What follows belongs to an exercise in optimizing a design on an open flow for small area; a production flow would make more cautious choices.
Function was checked by simulation only, so behaviour that the tests miss may differ from the original.
Power and IR drop assume default switching activity.

==> run H <==
==> flow/design.v <==
package regfile_pkg;
    typedef enum logic [1:0] {
        RD_HOLD    = 2'd0,
        RD_CAPTURE = 2'd1,
        RD_REFRESH = 2'd2
    } rd_action_e;
endpackage
module regfile_rdport
#(
    parameter int REG_WIDTH   = 32,
    parameter int REGNO_WIDTH = 5
) (
    input  logic                                        clk,
    input  logic                                        rst,
    input  logic                                        stall,
    input  logic [REGNO_WIDTH-1:0]                      rd_no,
    input  logic [REG_WIDTH-1:0]                        rd_val,
    input  logic [REGNO_WIDTH-1:0]                      addr,
    input  logic [((1<<REGNO_WIDTH)-1)*REG_WIDTH-1:0]   mem,
    output logic [REG_WIDTH-1:0]                        val
);
    localparam int DEPTH = 1 << REGNO_WIDTH;
    logic [REGNO_WIDTH-1:0] addr_q;
    logic                   refresh;
    logic                   cap;
    logic                   sel_ref;
    logic                   sel_hold;
    logic [REG_WIDTH-1:0]   val_nxt;
    assign refresh  = (rd_no != '0) && (rd_no == addr_q);
    assign cap      = ~rst & ~stall;
    assign sel_ref  = ~rst & stall & refresh;
    assign sel_hold = ~rst & stall & ~refresh;
    always_comb begin
        val_nxt = (rd_val & {REG_WIDTH{sel_ref}}) | (val & {REG_WIDTH{sel_hold}});
        for (int i = 1; i < DEPTH; i++) begin
            val_nxt = val_nxt | (mem[(i-1)*REG_WIDTH +: REG_WIDTH]
                                 & {REG_WIDTH{cap && (addr == REGNO_WIDTH'(i))}});
        end
    end
    always_ff @(posedge clk) begin
        if (rst) begin
            addr_q <= '0;
        end else if (!stall) begin
            addr_q <= addr;
        end
        val <= val_nxt;
    end
endmodule
module regfile
#(
    parameter int REG_WIDTH   = 32,
    parameter int REGNO_WIDTH = 5
) (
    input  logic                   clk,
    input  logic                   rst,
    input  logic                   i_stall,
    input  logic [REGNO_WIDTH-1:0] i_rd_no,
    input  logic [REG_WIDTH-1:0]   i_rd_val,
    input  logic [REGNO_WIDTH-1:0] i_rs_no,
    input  logic [REGNO_WIDTH-1:0] i_rt_no,
    output logic [REG_WIDTH-1:0]   o_rs_val,
    output logic [REG_WIDTH-1:0]   o_rt_val
);
    localparam int DEPTH = 1 << REGNO_WIDTH;
    logic [(DEPTH-1)*REG_WIDTH-1:0] mem_flat;
    for (genvar i = 1; i < DEPTH; i++) begin : g_row
        logic we;
        logic hold;
        logic [REG_WIDTH-1:0] q;
        assign we   = ~rst & (i_rd_no == REGNO_WIDTH'(i));
        assign hold = ~rst & (i_rd_no != REGNO_WIDTH'(i));
        always_ff @(posedge clk) begin
            q <= (q & {REG_WIDTH{hold}}) | (i_rd_val & {REG_WIDTH{we}});
        end
        assign mem_flat[(i-1)*REG_WIDTH +: REG_WIDTH] = q;
    end
    regfile_rdport #(
        .REG_WIDTH   (REG_WIDTH),
        .REGNO_WIDTH (REGNO_WIDTH)
    ) u_rdport_rs (
        .clk    (clk),
        .rst    (rst),
        .stall  (i_stall),
        .rd_no  (i_rd_no),
        .rd_val (i_rd_val),
        .addr   (i_rs_no),
        .mem    (mem_flat),
        .val    (o_rs_val)
    );
    regfile_rdport #(
        .REG_WIDTH   (REG_WIDTH),
        .REGNO_WIDTH (REGNO_WIDTH)
    ) u_rdport_rt (
        .clk    (clk),
        .rst    (rst),
        .stall  (i_stall),
        .rd_no  (i_rd_no),
        .rd_val (i_rd_val),
        .addr   (i_rt_no),
        .mem    (mem_flat),
        .val    (o_rt_val)
    );
endmodule
==> flow/flow/run.sh <==
#!/bin/bash
# Own flow: the standard synthesis, then its logic (not its flip-flops) replaced by a
# hand-mapped netlist (gen_netlist.py), then the standard layout from floorplan on.
set -euo pipefail
R=orfs/results/${FLOW_PLATFORM}/regfile/base
bash standard.sh synth > log_1_standard_synth.log 2>&1
cp $R/1_2_yosys.v $R/1_2_yosys_standard.v
python3 flow/gen_netlist.py $R/1_2_yosys_standard.v $R/1_2_yosys.v > log_2_gen_netlist.log 2>&1
rm -f $R/1_synth.odb $R/1_synth.sdc
bash standard.sh synth > log_3_netlist_to_odb.log 2>&1
bash standard.sh > log_4_layout.log 2>&1
test -f out/final.def
==> flow/flow/gen_netlist.py <==
#!/usr/bin/env python3
"""Write a hand-mapped netlist of the register file.

usage: gen_netlist.py STD_NETLIST OUT_NETLIST

STD_NETLIST is the standard synthesis's netlist (1_2_yosys.v). Its flip-flops are kept as they
are (instance name, cell type, Q net); only the logic between them is replaced by a structural
mapping onto sky130_fd_sc_hd cells:
  - storage bit:   D = a22o(q, hold_row, wdata, we_row)
  - read port bit: 33 one-hot terms (31 rows, stall refresh, hold) in 11 a222oi, combined by
                   nand4/nand4/nand3 and or3
  - held index:    D = a22o(addr_q, hold_all, addr, capture_all)
The logic is the same as rtl/ (regfile.sv, regfile_rdport.sv) computes, bit for bit.
"""
import re
import sys

P = "sky130_fd_sc_hd__"
W = 32
N = 5
DEPTH = 1 << N
PORTS = (("rs", "i_rs_no", "o_rs_val"), ("rt", "i_rt_no", "o_rt_val"))


def esc(name):
    """A net or instance name as Verilog text."""
    if re.fullmatch(r"[A-Za-z_][A-Za-z0-9_$]*(\[\d+\])?", name):
        return name
    return "\\" + name + " "


def parse_flops(text):
    flops = {}
    for m in re.finditer(r"^\s*(" + P + r"\w+)\s+(\\\S+|\w+)\s*\((.*?)\);", text, re.M | re.S):
        cell, inst, body = m.group(1), m.group(2), m.group(3)
        if "df" not in cell[len(P):]:
            continue
        pins = dict(re.findall(r"\.(\w+)\(\s*(\\\S+|[\w\[\]]+)\s*\)", body))
        inst = inst[1:] if inst.startswith("\\") else inst
        q = pins["Q"]
        q = q[1:] if q.startswith("\\") else q
        flops[inst] = (cell, q)
    return flops


class Net:
    def __init__(self):
        self.cells = []
        self.wires = []
        self.n = 0

    def wire(self, base):
        self.n += 1
        name = f"{base}_{self.n}"
        self.wires.append(name)
        return name

    def cell(self, kind, out_pin, ins, base, out=None):
        if out is None:
            out = self.wire(base)
        pins = ", ".join(f".{p}({esc(v)})" for p, v in ins) + f", .{out_pin}({esc(out)})"
        self.cells.append(f"  {P}{kind} g_{len(self.cells)} ({pins});")
        return out

    def inv(self, a, base="n"):
        return self.cell("inv_1", "Y", [("A", a)], base)

    def nor2(self, a, b, base="n", out=None):
        return self.cell("nor2_1", "Y", [("A", a), ("B", b)], base, out)

    def nor3(self, a, b, c, base="n"):
        return self.cell("nor3_1", "Y", [("A", a), ("B", b), ("C", c)], base)

    def nor4(self, a, b, c, d, base="n"):
        return self.cell("nor4_1", "Y", [("A", a), ("B", b), ("C", c), ("D", d)], base)

    def nand2(self, a, b, base="n"):
        return self.cell("nand2_1", "Y", [("A", a), ("B", b)], base)

    def nand3(self, a, b, c, base="n"):
        return self.cell("nand3_1", "Y", [("A", a), ("B", b), ("C", c)], base)

    def nand4(self, a, b, c, d, base="n"):
        return self.cell("nand4_1", "Y", [("A", a), ("B", b), ("C", c), ("D", d)], base)

    def and2(self, a, b, base="n"):
        return self.cell("and2_1", "X", [("A", a), ("B", b)], base)

    def or3(self, a, b, c, base="n", out=None):
        return self.cell("or3_1", "X", [("A", a), ("B", b), ("C", c)], base, out)

    def xnor2(self, a, b, base="n"):
        return self.cell("xnor2_1", "Y", [("A", a), ("B", b)], base)

    def a22o(self, a1, a2, b1, b2, base="n", out=None):
        return self.cell("a22o_1", "X", [("A1", a1), ("A2", a2), ("B1", b1), ("B2", b2)], base, out)

    def a222oi(self, terms, base="n"):
        pins = []
        for (s, d), (x, y) in zip(terms, (("A1", "A2"), ("B1", "B2"), ("C1", "C2"))):
            pins += [(x, d), (y, s)]
        return self.cell("a222oi_1", "Y", pins, base)


def main():
    std_path, out_path = sys.argv[1], sys.argv[2]
    text = open(std_path).read()
    flops = parse_flops(text)

    # The flip-flops this mapping drives, by role.
    want = {}
    for i in range(1, DEPTH):
        for b in range(W):
            want[f"g_row[{i}].q[{b}]$_DFF_P_"] = ("row", i, b)
    for p, _, oname in PORTS:
        for b in range(W):
            want[f"u_rdport_{p}.val[{b}]$_DFF_P_"] = ("val", p, b)
        for k in range(N):
            want[f"u_rdport_{p}.addr_q[{k}]$_SDFFE_PP0N_"] = ("addr", p, k)
    if set(flops) != set(want):
        extra = sorted(set(flops) - set(want))[:5]
        missing = sorted(set(want) - set(flops))[:5]
        sys.exit(f"flip-flops differ from the expected set: extra {extra} missing {missing}")
    for inst, (cell, q) in flops.items():
        if cell != P + "dfxtp_1":
            sys.exit(f"{inst} is {cell}, expected dfxtp_1")

    qnet = {}
    for inst, role in want.items():
        qnet[role] = flops[inst][1]

    g = Net()
    rst, stall = "rst", "i_stall"
    rd = [f"i_rd_no[{k}]" for k in range(N)]
    rdn = [g.inv(rd[k], "rdn") for k in range(N)]

    def lit(bits, nbits, v, k):
        """The literal that is 1 when bit k of index v matches: bits[k] or its complement."""
        return bits[k] if (v >> k) & 1 else nbits[k]

    def clit(bits, nbits, v, k):
        """The complement of lit()."""
        return nbits[k] if (v >> k) & 1 else bits[k]

    cap = g.nor2(rst, stall, "cap")        # ~rst & ~stall
    stalln = g.inv(stall, "stalln")
    hld = g.nor2(rst, stalln, "hld")       # ~rst & stall

    # Write decode: we_r = ~rst & (rd_no == r); hold_r = ~rst & ~(rd_no == r).
    lo = [g.nor2(clit(rd, rdn, k, 1), clit(rd, rdn, k, 0), "wlo") for k in range(4)]
    hi = [g.nor4(rst, clit(rd, rdn, m << 2, 4), clit(rd, rdn, m << 2, 3),
                 clit(rd, rdn, m << 2, 2), "whi") for m in range(8)]
    we = {}
    hold = {}
    for r in range(1, DEPTH):
        we[r] = g.and2(hi[r >> 2], lo[r & 3], f"we{r}")
        hold[r] = g.nor2(rst, we[r], f"hold{r}")

    for r in range(1, DEPTH):
        for b in range(W):
            q = qnet[("row", r, b)]
            g.a22o(q, hold[r], f"i_rd_val[{b}]", we[r], out=f"d_row{r}_{b}")

    # rd_no != 0
    nz = g.nand2(g.nor4(rd[0], rd[1], rd[2], rd[3], "z4"), rdn[4], "nz")

    for p, iname, oname in PORTS:
        a = [f"{iname}[{k}]" for k in range(N)]
        an = [g.inv(a[k], f"{p}an") for k in range(N)]
        aq = [qnet[("addr", p, k)] for k in range(N)]
        for k in range(N):
            g.a22o(aq[k], hld, a[k], cap, out=f"d_{p}addr{k}")
        # Stall refresh: rd_no != 0 and rd_no == addr_q.
        eq = [g.xnor2(rd[k], aq[k], f"{p}eq") for k in range(N)]
        t1 = g.nand4(eq[0], eq[1], eq[2], eq[3], f"{p}t1")
        t2 = g.nand2(eq[4], nz, f"{p}t2")
        rf = g.nor2(t1, t2, f"{p}rf")
        sel_ref = g.and2(rf, hld, f"{p}selref")
        hldn = g.inv(hld, f"{p}hldn")
        sel_hold = g.nor2(rf, hldn, f"{p}selhold")
        # Capture selects: cap & (addr == j).
        plo = [g.nor2(clit(a, an, k, 1), clit(a, an, k, 0), f"{p}lo") for k in range(4)]
        capn = g.inv(cap, f"{p}capn")
        phi = [g.nor4(capn, clit(a, an, m << 2, 4), clit(a, an, m << 2, 3),
                      clit(a, an, m << 2, 2), f"{p}hi") for m in range(8)]
        sel = {j: g.and2(phi[j >> 2], plo[j & 3], f"{p}sel{j}") for j in range(1, DEPTH)}
        for b in range(W):
            val = qnet[("val", p, b)]
            terms = [(sel_hold, val), (sel_ref, f"i_rd_val[{b}]")]
            terms += [(sel[j], qnet[("row", j, b)]) for j in range(1, DEPTH)]
            ys = [g.a222oi(terms[3 * t:3 * t + 3], f"{p}y") for t in range(len(terms) // 3)]
            n0 = g.nand4(*ys[0:4], f"{p}n")
            n1 = g.nand4(*ys[4:8], f"{p}n")
            n2 = g.nand3(*ys[8:11], f"{p}n")
            g.or3(n0, n1, n2, out=f"d_{p}val{b}")

    dnet = {}
    for inst, role in want.items():
        kind = role[0]
        if kind == "row":
            dnet[inst] = f"d_row{role[1]}_{role[2]}"
        elif kind == "val":
            dnet[inst] = f"d_{role[1]}val{role[2]}"
        else:
            dnet[inst] = f"d_{role[1]}addr{role[2]}"

    out = []
    out.append("module regfile(clk, rst, i_stall, i_rd_no, i_rd_val, i_rs_no, i_rt_no, o_rs_val, o_rt_val);")
    out.append("  input clk;\n  input rst;\n  input i_stall;\n  input [4:0] i_rd_no;\n  input [31:0] i_rd_val;")
    out.append("  input [4:0] i_rs_no;\n  input [4:0] i_rt_no;\n  output [31:0] o_rs_val;\n  output [31:0] o_rt_val;")
    declared = set()
    for inst, (cell, q) in sorted(flops.items()):
        if not q.startswith("o_r") and q not in declared:
            declared.add(q)
            out.append(f"  wire {esc(q)};")
    for w in g.wires:
        out.append(f"  wire {w};")
    for d in sorted(set(dnet.values())):
        out.append(f"  wire {d};")
    for inst, (cell, q) in sorted(flops.items()):
        out.append(f"  {cell} {esc(inst)} (.CLK(clk), .D({dnet[inst]}), .Q({esc(q)}));")
    out += g.cells
    out.append("endmodule")
    open(out_path, "w").write("\n".join(out) + "\n")


if __name__ == "__main__":
    main()
==> flow/standard.sh <==
#!/bin/bash
# synth_recipe.tcl (not shown) runs the flow's synth.tcl, then flattens the netlist and writes it again
# the make line also repeats each setting of config.mk as NAME=value (left out here)
make -C /OpenROAD-flow-scripts/flow DESIGN_CONFIG=/design/flow/config.mk WORK_HOME=/design/flow/orfs CLKGATE_MAP_FILE= SYNTH_SCRIPT=/design/flow/synth_recipe.tcl "${@:-finish}"
==> flow/config.mk <==
export PLATFORM = sky130hd
export DESIGN_NAME = regfile
export DESIGN_NICKNAME = regfile
export VERILOG_FILES = /design/flow/design.v
export SDC_FILE = /design/flow/constraint.sdc
export NUM_CORES = 4
export LEC_CHECK = 0
export ABC_AREA = 1
export CAP_MARGIN = 20
export CORE_MARGIN = 2
export CORE_UTILIZATION = 40
export SLEW_MARGIN = 20
==> flow/constraint.sdc <==
create_clock -name core_clock -period 4.0 [get_ports {clk}]
set_input_delay 0.8000 -clock core_clock [delete_from_list [all_inputs] [get_ports {clk}]]
set_output_delay 0.8000 -clock core_clock [all_outputs]
set_load 0.01 [all_outputs]
==> run B: changes against run H <==
--- a/flow/flow/run.sh
+++ b/flow/flow/run.sh
@@ -2,6 +2,9 @@
 # Own flow: the standard synthesis, then its logic (not its flip-flops) replaced by a
 # hand-mapped netlist (gen_netlist.py), then the standard layout from floorplan on.
 set -euo pipefail
+# Layout choices: small clock buffers, no dummy clock loads, minimum-size port buffers.
+export CTS_ARGS="-sink_clustering_enable -repair_clock_nets -dont_use_dummy_load -buf_list {sky130_fd_sc_hd__clkbuf_4 sky130_fd_sc_hd__clkbuf_8} -sink_clustering_size 18 -sink_clustering_max_diameter 60"
+export BUFFER_PORTS_ARGS="-buffer_cell sky130_fd_sc_hd__buf_1"
 R=orfs/results/${FLOW_PLATFORM}/regfile/base
 bash standard.sh synth > log_1_standard_synth.log 2>&1
 cp $R/1_2_yosys.v $R/1_2_yosys_standard.v
--- a/flow/flow/gen_netlist.py
+++ b/flow/flow/gen_netlist.py
@@ -65,8 +65,11 @@
     def inv(self, a, base="n"):
         return self.cell("inv_1", "Y", [("A", a)], base)
 
-    def nor2(self, a, b, base="n", out=None):
-        return self.cell("nor2_1", "Y", [("A", a), ("B", b)], base, out)
+    def nor2(self, a, b, base="n", out=None, size=1):
+        return self.cell(f"nor2_{size}", "Y", [("A", a), ("B", b)], base, out)
+
+    def and4(self, a, b, c, d, base="n"):
+        return self.cell("and4_1", "X", [("A", a), ("B", b), ("C", c), ("D", d)], base)
 
     def nor3(self, a, b, c, base="n"):
         return self.cell("nor3_1", "Y", [("A", a), ("B", b), ("C", c)], base)
@@ -83,8 +86,11 @@
     def nand4(self, a, b, c, d, base="n"):
         return self.cell("nand4_1", "Y", [("A", a), ("B", b), ("C", c), ("D", d)], base)
 
-    def and2(self, a, b, base="n"):
-        return self.cell("and2_1", "X", [("A", a), ("B", b)], base)
+    def and2(self, a, b, base="n", size=1):
+        return self.cell(f"and2_{size}", "X", [("A", a), ("B", b)], base)
+
+    def buf(self, a, base="n", size=4):
+        return self.cell(f"buf_{size}", "X", [("A", a)], base)
 
     def or3(self, a, b, c, base="n", out=None):
         return self.cell("or3_1", "X", [("A", a), ("B", b), ("C", c)], base, out)
@@ -142,19 +148,21 @@
         """The complement of lit()."""
         return nbits[k] if (v >> k) & 1 else bits[k]
 
-    cap = g.nor2(rst, stall, "cap")        # ~rst & ~stall
+    rstn = g.cell("inv_4", "Y", [("A", rst)], "rstn")
+    cap = g.nor2(rst, stall, "cap", size=4)    # ~rst & ~stall
     stalln = g.inv(stall, "stalln")
-    hld = g.nor2(rst, stalln, "hld")       # ~rst & stall
+    hld = g.nor2(rst, stalln, "hld", size=2)   # ~rst & stall
 
     # Write decode: we_r = ~rst & (rd_no == r); hold_r = ~rst & ~(rd_no == r).
-    lo = [g.nor2(clit(rd, rdn, k, 1), clit(rd, rdn, k, 0), "wlo") for k in range(4)]
-    hi = [g.nor4(rst, clit(rd, rdn, m << 2, 4), clit(rd, rdn, m << 2, 3),
-                 clit(rd, rdn, m << 2, 2), "whi") for m in range(8)]
+    lo = [g.nor2(clit(rd, rdn, k, 1), clit(rd, rdn, k, 0), "wlo", size=2) for k in range(4)]
+    hi = [g.and4(rstn, lit(rd, rdn, m << 2, 4), lit(rd, rdn, m << 2, 3),
+                 lit(rd, rdn, m << 2, 2), "whi") for m in range(8)]
+    # Each row line drives 32 bits, so it comes straight from an and2_4.
     we = {}
     hold = {}
     for r in range(1, DEPTH):
-        we[r] = g.and2(hi[r >> 2], lo[r & 3], f"we{r}")
-        hold[r] = g.nor2(rst, we[r], f"hold{r}")
+        we[r] = g.and2(hi[r >> 2], lo[r & 3], f"we{r}", 4)
+        hold[r] = g.and2(g.nand2(hi[r >> 2], lo[r & 3], f"dn{r}"), rstn, f"hold{r}", 4)
 
     for r in range(1, DEPTH):
         for b in range(W):
@@ -175,15 +183,14 @@
         t1 = g.nand4(eq[0], eq[1], eq[2], eq[3], f"{p}t1")
         t2 = g.nand2(eq[4], nz, f"{p}t2")
         rf = g.nor2(t1, t2, f"{p}rf")
-        sel_ref = g.and2(rf, hld, f"{p}selref")
-        hldn = g.inv(hld, f"{p}hldn")
-        sel_hold = g.nor2(rf, hldn, f"{p}selhold")
+        sel_ref = g.and2(rf, hld, f"{p}selref", 4)
+        rfn = g.inv(rf, f"{p}rfn")
+        sel_hold = g.and2(rfn, hld, f"{p}selhold", 4)
         # Capture selects: cap & (addr == j).
-        plo = [g.nor2(clit(a, an, k, 1), clit(a, an, k, 0), f"{p}lo") for k in range(4)]
-        capn = g.inv(cap, f"{p}capn")
-        phi = [g.nor4(capn, clit(a, an, m << 2, 4), clit(a, an, m << 2, 3),
-                      clit(a, an, m << 2, 2), f"{p}hi") for m in range(8)]
-        sel = {j: g.and2(phi[j >> 2], plo[j & 3], f"{p}sel{j}") for j in range(1, DEPTH)}
+        plo = [g.nor2(clit(a, an, k, 1), clit(a, an, k, 0), f"{p}lo", size=2) for k in range(4)]
+        phi = [g.and4(cap, lit(a, an, m << 2, 4), lit(a, an, m << 2, 3),
+                      lit(a, an, m << 2, 2), f"{p}hi") for m in range(8)]
+        sel = {j: g.and2(phi[j >> 2], plo[j & 3], f"{p}sel{j}", 4) for j in range(1, DEPTH)}
         for b in range(W):
             val = qnet[("val", p, b)]
             terms = [(sel_hold, val), (sel_ref, f"i_rd_val[{b}]")]
CELL_PAD_IN_SITES_DETAIL_PLACEMENT = 1   (was unset)
CELL_PAD_IN_SITES_GLOBAL_PLACEMENT = 1   (was unset)
SETUP_SLACK_MARGIN = 0.5   (was unset)
==> notes.md <==
item                                                                       run H                    run B
Status                                                   complete, no violations  complete, no violations
Fill cells                                                                  8729                    10510
Layout cell share with drive strength beyond 1                             13.0%                    8.31%
Area taken by multi-input logic gates                                  18700 µm²                19000 µm²
Count of standard-cell rows                                                  115                      116
R2R Setup Slk                                                            1120 ps                   970 ps
Multi-input comb cells                                                      2146                     2177
Sequential share of power                                                  48.3%                    60.8%
Internal power consumption                                               17.1 mW                  13.2 mW
Syn Std Cell Area                                                      39800 µm²                40400 µm²
Endpoint of the most critical register-to-register path      u_rdport_rt.val[30]      u_rdport_rt.val[14]
Length of routed met2 wiring                                            77200 µm                 93600 µm
Reg-to-Reg Start                                           u_rdport_rt.addr_q[1]    u_rdport_rt.addr_q[2]
Summed area of non-filler cells in the final layout                    48800 µm²                44000 µm²

==> what the ideal ports hide <==
In the flow no input, the clock included, has a driving cell. The finished layouts below were timed again as built, in two steps.
Step 1 (the two cells are an assumption about what drives the block):
set clk [get_ports {clk}]
set_driving_cell -lib_cell sky130_fd_sc_hd__clkbuf_16 $clk
set_driving_cell -lib_cell sky130_fd_sc_hd__buf_2 [delete_from_list [all_inputs] $clk]
Step 2, shift: input delay + t, output delay - t, t = (earliest + latest rising clock arrival at the registers) / 2. This alone moves slack from input paths to output paths.
a / b / c = ideal ports / drivers / drivers and shift; a / b = the first two.
run	t (ns)	setup slack, ns	clock arrival spread, ns	worst register clock-pin slew, ns	cell pins on the clock port's net
run H	0.778	0.544 / 0.586 / -0.193	0.049 / 0.049	0.07 / 0.07	1
run B	0.857	0.949 / 0.975 / 0.140	0.110 / 0.110	0.12 / 0.12	1
Met with ideal ports but missed after step 2: setup timing in run H. The setup slack of run B, which loses most, moves by +0.026 ns with the drivers and by -0.809 ns with both steps.
